Context: an optimization exercise on an open-source flow, tuned for small area. The choices shown serve that exercise and are no tape-out recipe.
The RTL was checked by simulation tests, not by an equivalence proof against the original design.
Power and IR drop assume default switching activity.

==> inputs of 12-11 <==
==> flow/design.v <==
package tag_mem_pkg;
    localparam logic RSP_OK  = 1'b0;
    localparam logic RSP_ERR = 1'b1;
    localparam int DEF_INIT_VAL   = 0;
    localparam int DEF_LOCK_DEPTH = 16;
    function automatic int clog2(input int n);
        int r;
        r = 0;
        for (int k = 0; k < 32; k++) begin
            if ((1 << r) < n) r++;
        end
        if (r < 1) r = 1;
        clog2 = r;
    endfunction
endpackage
module tag_rr_arbiter
#(
    parameter int NUM_CH = 2,
    localparam int IDX_W = tag_mem_pkg::clog2(NUM_CH)
) (
    input  logic              clk,
    input  logic              rst,
    input  logic [NUM_CH-1:0] i_req,
    input  logic              i_advance,
    output logic [NUM_CH-1:0] o_grant,
    output logic [IDX_W-1:0]  o_idx,
    output logic [IDX_W-1:0]  o_ptr
);
    logic [IDX_W-1:0] r_ptr;
    logic [IDX_W-1:0] w_cand;
    logic             w_found;
    always_comb begin
        o_grant = '0;
        o_idx   = '0;
        w_cand  = '0;
        w_found = 1'b0;
        for (int k = 0; k < NUM_CH; k++) begin
            w_cand = IDX_W'((int'(r_ptr) + k) % NUM_CH);
            if (!w_found && i_req[w_cand]) begin
                w_found         = 1'b1;
                o_grant[w_cand] = 1'b1;
                o_idx           = w_cand;
            end
        end
    end
    always_ff @(posedge clk or posedge rst) begin
        if (rst) begin
            r_ptr <= '0;
        end else if (i_advance) begin
            r_ptr <= IDX_W'((int'(o_idx) + 1) % NUM_CH);
        end
    end
    assign o_ptr = r_ptr;
endmodule
module tag_mem_arb
#(
    parameter int DATA_W     = 16,
    parameter int ADDR_W     = 6,
    parameter int NUM_CH     = 2,
    parameter int LOCK_DEPTH = tag_mem_pkg::DEF_LOCK_DEPTH,
    parameter logic [DATA_W-1:0] INIT_VAL = DATA_W'(tag_mem_pkg::DEF_INIT_VAL),
    localparam int DEPTH     = 2 ** ADDR_W,
    localparam int IDX_W     = tag_mem_pkg::clog2(NUM_CH)
) (
    input  logic                     clk,
    input  logic                     rst,
    input  logic [NUM_CH-1:0]        req_valid,
    output logic [NUM_CH-1:0]        req_ready,
    input  logic [NUM_CH-1:0]        req_we,
    input  logic [NUM_CH*ADDR_W-1:0] req_addr,
    input  logic [NUM_CH*DATA_W-1:0] req_wdata,
    output logic                     rsp_valid,
    output logic [IDX_W-1:0]         rsp_ch,
    output logic [DATA_W-1:0]        rsp_data,
    output logic                     rsp_err,
    input  logic                     i_lock,
    output logic                     o_locked
);
    logic [NUM_CH-1:0] w_grant;
    logic [IDX_W-1:0]  w_idx;
    logic [IDX_W-1:0]  w_ptr;
    logic              w_xfer;
    logic              w_we;
    logic [ADDR_W-1:0] w_addr;
    logic [DATA_W-1:0] w_wdata;
    logic              w_prot;
    logic              w_wr;
    logic              w_init;
    logic [DATA_W-1:0] r_mem [DEPTH];
    logic              r_written;
    logic [ADDR_W-1:0] r_addr;
    logic              r_locked;
    tag_rr_arbiter #(.NUM_CH(NUM_CH)) u_arb (
        .clk       (clk),
        .rst       (rst),
        .i_req     (req_valid),
        .i_advance (w_xfer),
        .o_grant   (w_grant),
        .o_idx     (w_idx),
        .o_ptr     (w_ptr)
    );
    assign req_ready = w_grant;
    assign w_xfer    = |w_grant;
    assign w_we      = req_we[w_idx];
    assign w_addr    = req_addr[w_idx*ADDR_W +: ADDR_W];
    assign w_wdata   = req_wdata[w_idx*DATA_W +: DATA_W];
    assign w_prot    = r_locked && (int'(w_addr) < LOCK_DEPTH);
    assign w_wr      = w_xfer && w_we && !w_prot;
    assign w_init    = w_wr && !r_written;
    always_ff @(posedge clk or posedge rst) begin
        if (rst) begin
            r_written <= 1'b0;
            r_locked  <= 1'b0;
            rsp_valid <= 1'b0;
            rsp_ch    <= '0;
            rsp_err   <= tag_mem_pkg::RSP_OK;
        end else begin
            if (i_lock) r_locked <= 1'b1;
            if (w_wr) r_written <= 1'b1;
            rsp_valid <= w_xfer;
            if (w_xfer) begin
                rsp_ch  <= w_idx;
                rsp_err <= (w_we && w_prot) ? tag_mem_pkg::RSP_ERR : tag_mem_pkg::RSP_OK;
            end
        end
    end
    always_ff @(posedge clk) begin
        if (w_xfer) r_addr <= w_addr;
    end
    localparam int COL_W = ADDR_W / 2;
    localparam int ROW_W = ADDR_W - COL_W;
    localparam int NCOL  = 2 ** COL_W;
    localparam int NROW  = 2 ** ROW_W;
    logic [NROW-1:0]   w_ws_row, w_wh_row, w_rs_row;
    logic [NCOL-1:0]   w_ws_col, w_wh_col, w_rs_col;
    logic [DEPTH-1:0]  w_wseln;
    logic [DEPTH-1:0]  w_holdn;
    logic [DATA_W-1:0] w_wdatan;
    logic [DEPTH-1:0]  w_rsel;
    logic [DATA_W-1:0] w_rdata;
    always_comb begin
        for (int r = 0; r < NROW; r++) begin
            w_ws_row[r]  = w_wr && (w_addr[ADDR_W-1:COL_W] == ROW_W'(r));
            w_wh_row[r]  = w_ws_row[r] || w_init;
            w_rs_row[r]  = r_written && (r_addr[ADDR_W-1:COL_W] == ROW_W'(r));
        end
        for (int c = 0; c < NCOL; c++) begin
            w_ws_col[c]  = (w_addr[COL_W-1:0] == COL_W'(c));
            w_wh_col[c]  = w_ws_col[c] || w_init;
            w_rs_col[c]  = (r_addr[COL_W-1:0] == COL_W'(c));
        end
    end
    tag_mem_nand_mat #(.NROW(NROW), .NCOL(NCOL)) u_wsel (
        .i_row (w_ws_row),
        .i_col (w_ws_col),
        .o_y   (w_wseln)
    );
    tag_mem_nand_mat #(.NROW(NROW), .NCOL(NCOL)) u_hold (
        .i_row (w_wh_row),
        .i_col (w_wh_col),
        .o_y   (w_holdn)
    );
    logic [DEPTH-1:0] w_rseln;
    tag_mem_nand_mat #(.NROW(NROW), .NCOL(NCOL)) u_rsel (
        .i_row (w_rs_row),
        .i_col (w_rs_col),
        .o_y   (w_rseln)
    );
    tag_mem_inv #(.W(DEPTH)) u_rsel_inv (
        .i_a (w_rseln),
        .o_y (w_rsel)
    );
    assign w_wdatan = ~(w_wdata ^ INIT_VAL);
    logic [DEPTH*DATA_W-1:0] w_q;
    logic [DEPTH*DATA_W-1:0] w_d;
    tag_mem_wmux #(.DATA_W(DATA_W), .DEPTH(DEPTH)) u_wmux (
        .i_seln   (w_wseln),
        .i_holdn  (w_holdn),
        .i_wdatan (w_wdatan),
        .i_q      (w_q),
        .o_d      (w_d)
    );
    for (genvar i = 0; i < DEPTH; i++) begin : g_word
        assign w_q[i*DATA_W +: DATA_W] = r_mem[i];
        always_ff @(posedge clk) begin
            r_mem[i] <= w_d[i*DATA_W +: DATA_W];
        end
    end
    tag_mem_rmux #(.DATA_W(DATA_W), .DEPTH(DEPTH)) u_rmux (
        .i_sel  (w_rsel),
        .i_q    (w_q),
        .o_data (w_rdata)
    );
    assign rsp_data = w_rdata ^ INIT_VAL;
    assign o_locked = r_locked;
    logic w_unused;
    assign w_unused = ^w_ptr;
endmodule
module tag_mem_wmux
#(
    parameter int DATA_W = 16,
    parameter int DEPTH  = 64
) (
    input  logic [DEPTH-1:0]        i_seln,
    input  logic [DEPTH-1:0]        i_holdn,
    input  logic [DATA_W-1:0]       i_wdatan,
    input  logic [DEPTH*DATA_W-1:0] i_q,
    output logic [DEPTH*DATA_W-1:0] o_d
);
    logic [DEPTH*DATA_W-1:0] w_seln_bits;
    logic [DEPTH*DATA_W-1:0] w_holdn_bits;
    logic [DEPTH*DATA_W-1:0] w_wdatan_bits;
    logic [DEPTH*DATA_W-1:0] w_hold_n;
    for (genvar i = 0; i < DEPTH; i++) begin : g_word
        assign w_seln_bits[i*DATA_W +: DATA_W]   = {DATA_W{i_seln[i]}};
        assign w_holdn_bits[i*DATA_W +: DATA_W]  = {DATA_W{i_holdn[i]}};
        assign w_wdatan_bits[i*DATA_W +: DATA_W] = i_wdatan;
    end
    tag_mem_nand2 #(.W(DEPTH*DATA_W)) u_hold (
        .i_a (i_q),
        .i_b (w_holdn_bits),
        .o_y (w_hold_n)
    );
    tag_mem_o21ai #(.W(DEPTH*DATA_W)) u_next (
        .i_a1 (w_wdatan_bits),
        .i_a2 (w_seln_bits),
        .i_b1 (w_hold_n),
        .o_y  (o_d)
    );
endmodule
module tag_mem_nand2
#(
    parameter int W = 1
) (
    input  logic [W-1:0] i_a,
    input  logic [W-1:0] i_b,
    output logic [W-1:0] o_y
);
    assign o_y = ~(i_a & i_b);
endmodule
module tag_mem_o21ai
#(
    parameter int W = 1
) (
    input  logic [W-1:0] i_a1,
    input  logic [W-1:0] i_a2,
    input  logic [W-1:0] i_b1,
    output logic [W-1:0] o_y
);
    assign o_y = ~((i_a1 | i_a2) & i_b1);
endmodule
module tag_mem_rmux
#(
    parameter int DATA_W = 16,
    parameter int DEPTH  = 64,
    localparam int NGRP  = DEPTH / 3,
    localparam int NREST = DEPTH - 3 * NGRP
) (
    input  logic [DEPTH-1:0]        i_sel,
    input  logic [DEPTH*DATA_W-1:0] i_q,
    output logic [DATA_W-1:0]       o_data
);
    logic [NGRP*DATA_W-1:0] w_grp_n;
    for (genvar g = 0; g < NGRP; g++) begin : g_grp
        tag_mem_aoi222 #(.W(DATA_W)) u_aoi (
            .i_a1 ({DATA_W{i_sel[3*g]}}),
            .i_a2 (i_q[(3*g)*DATA_W +: DATA_W]),
            .i_b1 ({DATA_W{i_sel[3*g+1]}}),
            .i_b2 (i_q[(3*g+1)*DATA_W +: DATA_W]),
            .i_c1 ({DATA_W{i_sel[3*g+2]}}),
            .i_c2 (i_q[(3*g+2)*DATA_W +: DATA_W]),
            .o_y  (w_grp_n[g*DATA_W +: DATA_W])
        );
    end
    always_comb begin
        o_data = '0;
        for (int g = 0; g < NGRP; g++) o_data = o_data | ~w_grp_n[g*DATA_W +: DATA_W];
        for (int k = 3 * NGRP; k < DEPTH; k++)
            o_data = o_data | ({DATA_W{i_sel[k]}} & i_q[k*DATA_W +: DATA_W]);
    end
endmodule
module tag_mem_aoi222
#(
    parameter int W = 1
) (
    input  logic [W-1:0] i_a1,
    input  logic [W-1:0] i_a2,
    input  logic [W-1:0] i_b1,
    input  logic [W-1:0] i_b2,
    input  logic [W-1:0] i_c1,
    input  logic [W-1:0] i_c2,
    output logic [W-1:0] o_y
);
    assign o_y = ~((i_a1 & i_a2) | (i_b1 & i_b2) | (i_c1 & i_c2));
endmodule
module tag_mem_nand_mat
#(
    parameter int NROW = 8,
    parameter int NCOL = 8
) (
    input  logic [NROW-1:0]      i_row,
    input  logic [NCOL-1:0]      i_col,
    output logic [NROW*NCOL-1:0] o_y
);
    for (genvar r = 0; r < NROW; r++) begin : g_row
        assign o_y[r*NCOL +: NCOL] = ~({NCOL{i_row[r]}} & i_col);
    end
endmodule
module tag_mem_inv
#(
    parameter int W = 1
) (
    input  logic [W-1:0] i_a,
    output logic [W-1:0] o_y
);
    assign o_y = ~i_a;
endmodule
==> flow/flow/run.sh <==
#!/bin/bash
set -euo pipefail
export BUFFER_PORTS_ARGS="-buffer_cell sky130_fd_sc_hd__buf_1"
export CTS_ARGS="-sink_clustering_enable -repair_clock_nets -buf_list sky130_fd_sc_hd__clkbuf_16 -sink_clustering_size 28 -sink_clustering_max_diameter 70 -dont_use_dummy_load"
bash standard.sh finish > flow.log 2>&1
==> flow/standard.sh <==
#!/bin/bash
# synth_recipe.tcl (not shown) runs the flow's synth.tcl, then flattens the netlist and writes it again
# the make line also repeats each setting of config.mk as NAME=value (left out here)
make -C /OpenROAD-flow-scripts/flow DESIGN_CONFIG=/design/flow/config.mk WORK_HOME=/design/flow/orfs CLKGATE_MAP_FILE= SYNTH_SCRIPT=/design/flow/synth_recipe.tcl "${@:-finish}"
==> flow/config.mk <==
export PLATFORM = sky130hd
export DESIGN_NAME = tag_mem_arb
export DESIGN_NICKNAME = tag_mem_arb
export VERILOG_FILES = /design/flow/design.v
export SDC_FILE = /design/flow/constraint.sdc
export NUM_CORES = 4
export LEC_CHECK = 0
export CAP_MARGIN = 10
export CORE_MARGIN = 2
export CORE_UTILIZATION = 40
export CTS_BUF_LIST = sky130_fd_sc_hd__clkbuf_16
export CTS_CLUSTER_DIAMETER = 70
export CTS_CLUSTER_SIZE = 28
export SETUP_SLACK_MARGIN = 0.4
export SLEW_MARGIN = 10
export SYNTH_HIERARCHICAL = 1
==> flow/constraint.sdc <==
create_clock -name core_clock -period 6.0 [get_ports {clk}]
set_input_delay 1.2000 -clock core_clock [delete_from_list [all_inputs] [get_ports {clk}]]
set_output_delay 1.2000 -clock core_clock [all_outputs]
set_load 0.01 [all_outputs]
==> 08-02 (differences from 12-11) <==
==> flow/design.v, changed modules only <==
module tag_mem_arb
#(
    parameter int DATA_W     = 16,
    parameter int ADDR_W     = 6,
    parameter int NUM_CH     = 2,
    parameter int LOCK_DEPTH = tag_mem_pkg::DEF_LOCK_DEPTH,
    parameter logic [DATA_W-1:0] INIT_VAL = DATA_W'(tag_mem_pkg::DEF_INIT_VAL),
    localparam int DEPTH     = 2 ** ADDR_W,
    localparam int IDX_W     = tag_mem_pkg::clog2(NUM_CH)
) (
    input  logic                     clk,
    input  logic                     rst,
    input  logic [NUM_CH-1:0]        req_valid,
    output logic [NUM_CH-1:0]        req_ready,
    input  logic [NUM_CH-1:0]        req_we,
    input  logic [NUM_CH*ADDR_W-1:0] req_addr,
    input  logic [NUM_CH*DATA_W-1:0] req_wdata,
    output logic                     rsp_valid,
    output logic [IDX_W-1:0]         rsp_ch,
    output logic [DATA_W-1:0]        rsp_data,
    output logic                     rsp_err,
    input  logic                     i_lock,
    output logic                     o_locked
);
    logic [NUM_CH-1:0] w_grant;
    logic [IDX_W-1:0]  w_idx;
    logic [IDX_W-1:0]  w_ptr;
    logic              w_xfer;
    logic              w_we;
    logic [ADDR_W-1:0] w_addr;
    logic [DATA_W-1:0] w_wdata;
    logic              w_prot;
    logic              w_wr;
    logic [DATA_W-1:0] r_mem [DEPTH];
    logic [DEPTH-1:0]  r_valid;
    logic [ADDR_W-1:0] r_addr;
    logic              r_locked;
    tag_rr_arbiter #(.NUM_CH(NUM_CH)) u_arb (
        .clk       (clk),
        .rst       (rst),
        .i_req     (req_valid),
        .i_advance (w_xfer),
        .o_grant   (w_grant),
        .o_idx     (w_idx),
        .o_ptr     (w_ptr)
    );
    assign req_ready = w_grant;
    assign w_xfer    = |w_grant;
    assign w_we      = req_we[w_idx];
    assign w_addr    = req_addr[w_idx*ADDR_W +: ADDR_W];
    assign w_wdata   = req_wdata[w_idx*DATA_W +: DATA_W];
    assign w_prot    = r_locked && (int'(w_addr) < LOCK_DEPTH);
    assign w_wr      = w_xfer && w_we && !w_prot;
    assign w_wdatan  = ~w_wdata;
    always_ff @(posedge clk or posedge rst) begin
        if (rst) begin
            r_valid   <= '0;
            r_locked  <= 1'b0;
            rsp_valid <= 1'b0;
            rsp_ch    <= '0;
            rsp_err   <= tag_mem_pkg::RSP_OK;
        end else begin
            if (i_lock) r_locked <= 1'b1;
            rsp_valid <= w_xfer;
            if (w_xfer) begin
                rsp_ch  <= w_idx;
                rsp_err <= (w_we && w_prot) ? tag_mem_pkg::RSP_ERR : tag_mem_pkg::RSP_OK;
            end
            if (w_wr) r_valid[w_addr] <= 1'b1;
        end
    end
    always_ff @(posedge clk) begin
        if (w_xfer) r_addr <= w_addr;
    end
    logic [DEPTH-1:0] w_wseln;
    logic [DATA_W-1:0] w_wdatan;
    logic [DEPTH-1:0] w_rsel;
    logic [DATA_W-1:0] w_rdata;
    always_comb begin
        for (int i = 0; i < DEPTH; i++) begin
            w_wseln[i] = !(w_wr && (w_addr == ADDR_W'(i)));
            w_rsel[i] = r_valid[i] && (r_addr == ADDR_W'(i));
        end
    end
    logic [DEPTH*DATA_W-1:0] w_q;
    logic [DEPTH*DATA_W-1:0] w_d;
    tag_mem_wmux #(.DATA_W(DATA_W), .DEPTH(DEPTH)) u_wmux (
        .i_seln   (w_wseln),
        .i_wdatan (w_wdatan),
        .i_q     (w_q),
        .o_d     (w_d)
    );
    for (genvar i = 0; i < DEPTH; i++) begin : g_word
        assign w_q[i*DATA_W +: DATA_W] = r_mem[i];
        always_ff @(posedge clk) begin
            r_mem[i] <= w_d[i*DATA_W +: DATA_W];
        end
    end
    tag_mem_rmux #(.DATA_W(DATA_W), .DEPTH(DEPTH)) u_rmux (
        .i_sel  (w_rsel),
        .i_q    (w_q),
        .o_data (w_rdata)
    );
    assign rsp_data = w_rdata | (INIT_VAL & {DATA_W{~|w_rsel}});
    assign o_locked = r_locked;
    logic w_unused;
    assign w_unused = ^w_ptr;
endmodule
module tag_mem_wmux
#(
    parameter int DATA_W = 16,
    parameter int DEPTH  = 64
) (
    input  logic [DEPTH-1:0]        i_seln,
    input  logic [DATA_W-1:0]       i_wdatan,
    input  logic [DEPTH*DATA_W-1:0] i_q,
    output logic [DEPTH*DATA_W-1:0] o_d
);
    logic [DEPTH*DATA_W-1:0] w_seln_bits;
    logic [DEPTH*DATA_W-1:0] w_wdatan_bits;
    logic [DEPTH*DATA_W-1:0] w_hold_n;
    for (genvar i = 0; i < DEPTH; i++) begin : g_word
        assign w_seln_bits[i*DATA_W +: DATA_W]   = {DATA_W{i_seln[i]}};
        assign w_wdatan_bits[i*DATA_W +: DATA_W] = i_wdatan;
    end
    tag_mem_nand2 #(.W(DEPTH*DATA_W)) u_hold (
        .i_a (i_q),
        .i_b (w_seln_bits),
        .o_y (w_hold_n)
    );
    tag_mem_o21ai #(.W(DEPTH*DATA_W)) u_next (
        .i_a1 (w_wdatan_bits),
        .i_a2 (w_seln_bits),
        .i_b1 (w_hold_n),
        .o_y  (o_d)
    );
endmodule
// module tag_mem_nand_mat removed
// module tag_mem_inv removed
==> flow/flow/run.sh (replaced) <==
#!/bin/bash
set -euo pipefail
export BUFFER_PORTS_ARGS="-buffer_cell sky130_fd_sc_hd__buf_2"
export CTS_ARGS="-sink_clustering_enable -repair_clock_nets -buf_list sky130_fd_sc_hd__clkbuf_16 -sink_clustering_size 28 -sink_clustering_max_diameter 70 -dont_use_dummy_load"
bash standard.sh finish > flow.log 2>&1
==> flow/config.mk (replaced) <==
export PLATFORM = sky130hd
export DESIGN_NAME = tag_mem_arb
export DESIGN_NICKNAME = tag_mem_arb
export VERILOG_FILES = /design/flow/design.v
export SDC_FILE = /design/flow/constraint.sdc
export NUM_CORES = 4
export LEC_CHECK = 0
export CAP_MARGIN = 20
export CORE_MARGIN = 2
export CORE_UTILIZATION = 55
export CTS_BUF_LIST = sky130_fd_sc_hd__clkbuf_16
export CTS_CLUSTER_DIAMETER = 70
export CTS_CLUSTER_SIZE = 28
export PLACE_DENSITY = 0.7
export SETUP_SLACK_MARGIN = 0.2
export SLEW_MARGIN = 20
export SYNTH_HIERARCHICAL = 1
==> comparison table <==
Post-placement setup slack: 12-11 0.981 ns; 08-02 1.22 ns
Via count of the first global-routing pass: 12-11 30.1k; 08-02 28.5k
Clock net sink count: 12-11 1036; 08-02 1099
Count of clock-net buffers in the final layout: 12-11 54; 08-02 50
DP Cell Count: 12-11 5293; 08-02 5054
Share of the synthesized netlist area taken by xor and xnor gates: 12-11 0%; 08-02 0.0460%
Max_slew headroom: 12-11 17.0%; 08-02 22.6%
Status: 12-11 no timing/DRC/antenna violations; 08-02 no timing/DRC/antenna violations
Standby leakage power: 12-11 14.7 nW; 08-02 15.5 nW
Multi-input gate area: 12-11 15100 um2; 08-02 15700 um2
Starting Density: 12-11 40.5%; 08-02 55.5%
WHS: 12-11 0.351 ns; 08-02 0.387 ns
Number of iterations in the first detailed-routing pass: 12-11 14; 08-02 9
Height of the die: 12-11 306 um; 08-02 267 um
Total number of sequential cells: 12-11 1036; 08-02 1099
Worst Clk Skew: 12-11 0.0852 ns; 08-02 0.0468 ns
Amount of wire on met3 after detailed routing: 12-11 13400 um; 08-02 12100 um
Crit share post-route: 12-11 92.3%; 08-02 94.5%

==> what the ideal ports hide <==
Ports are ideal in the flow. The routed layouts listed here were re-timed in OpenROAD. Step 1 assumes that a clkbuf_16 drives the clock port and a buf_2 every other input. Step 2 also shifts input and output timing later by t, the mid clock arrival at the registers, as if the neighbouring blocks saw the same clock. Three values: ideal, step 1, step 2; two values: the first two.
run | t (ns) | setup WS [ns] | worst setup path at the end | worst data-port slew with drivers (ns)
12-11 | 0.688 | 0.463 / 0.395 / 1.081 | input to register | 0.07
08-02 | 0.693 | 0.330 / 0.262 / 0.954 | register to output | 0.06
After both steps every run listed still meets setup and hold.
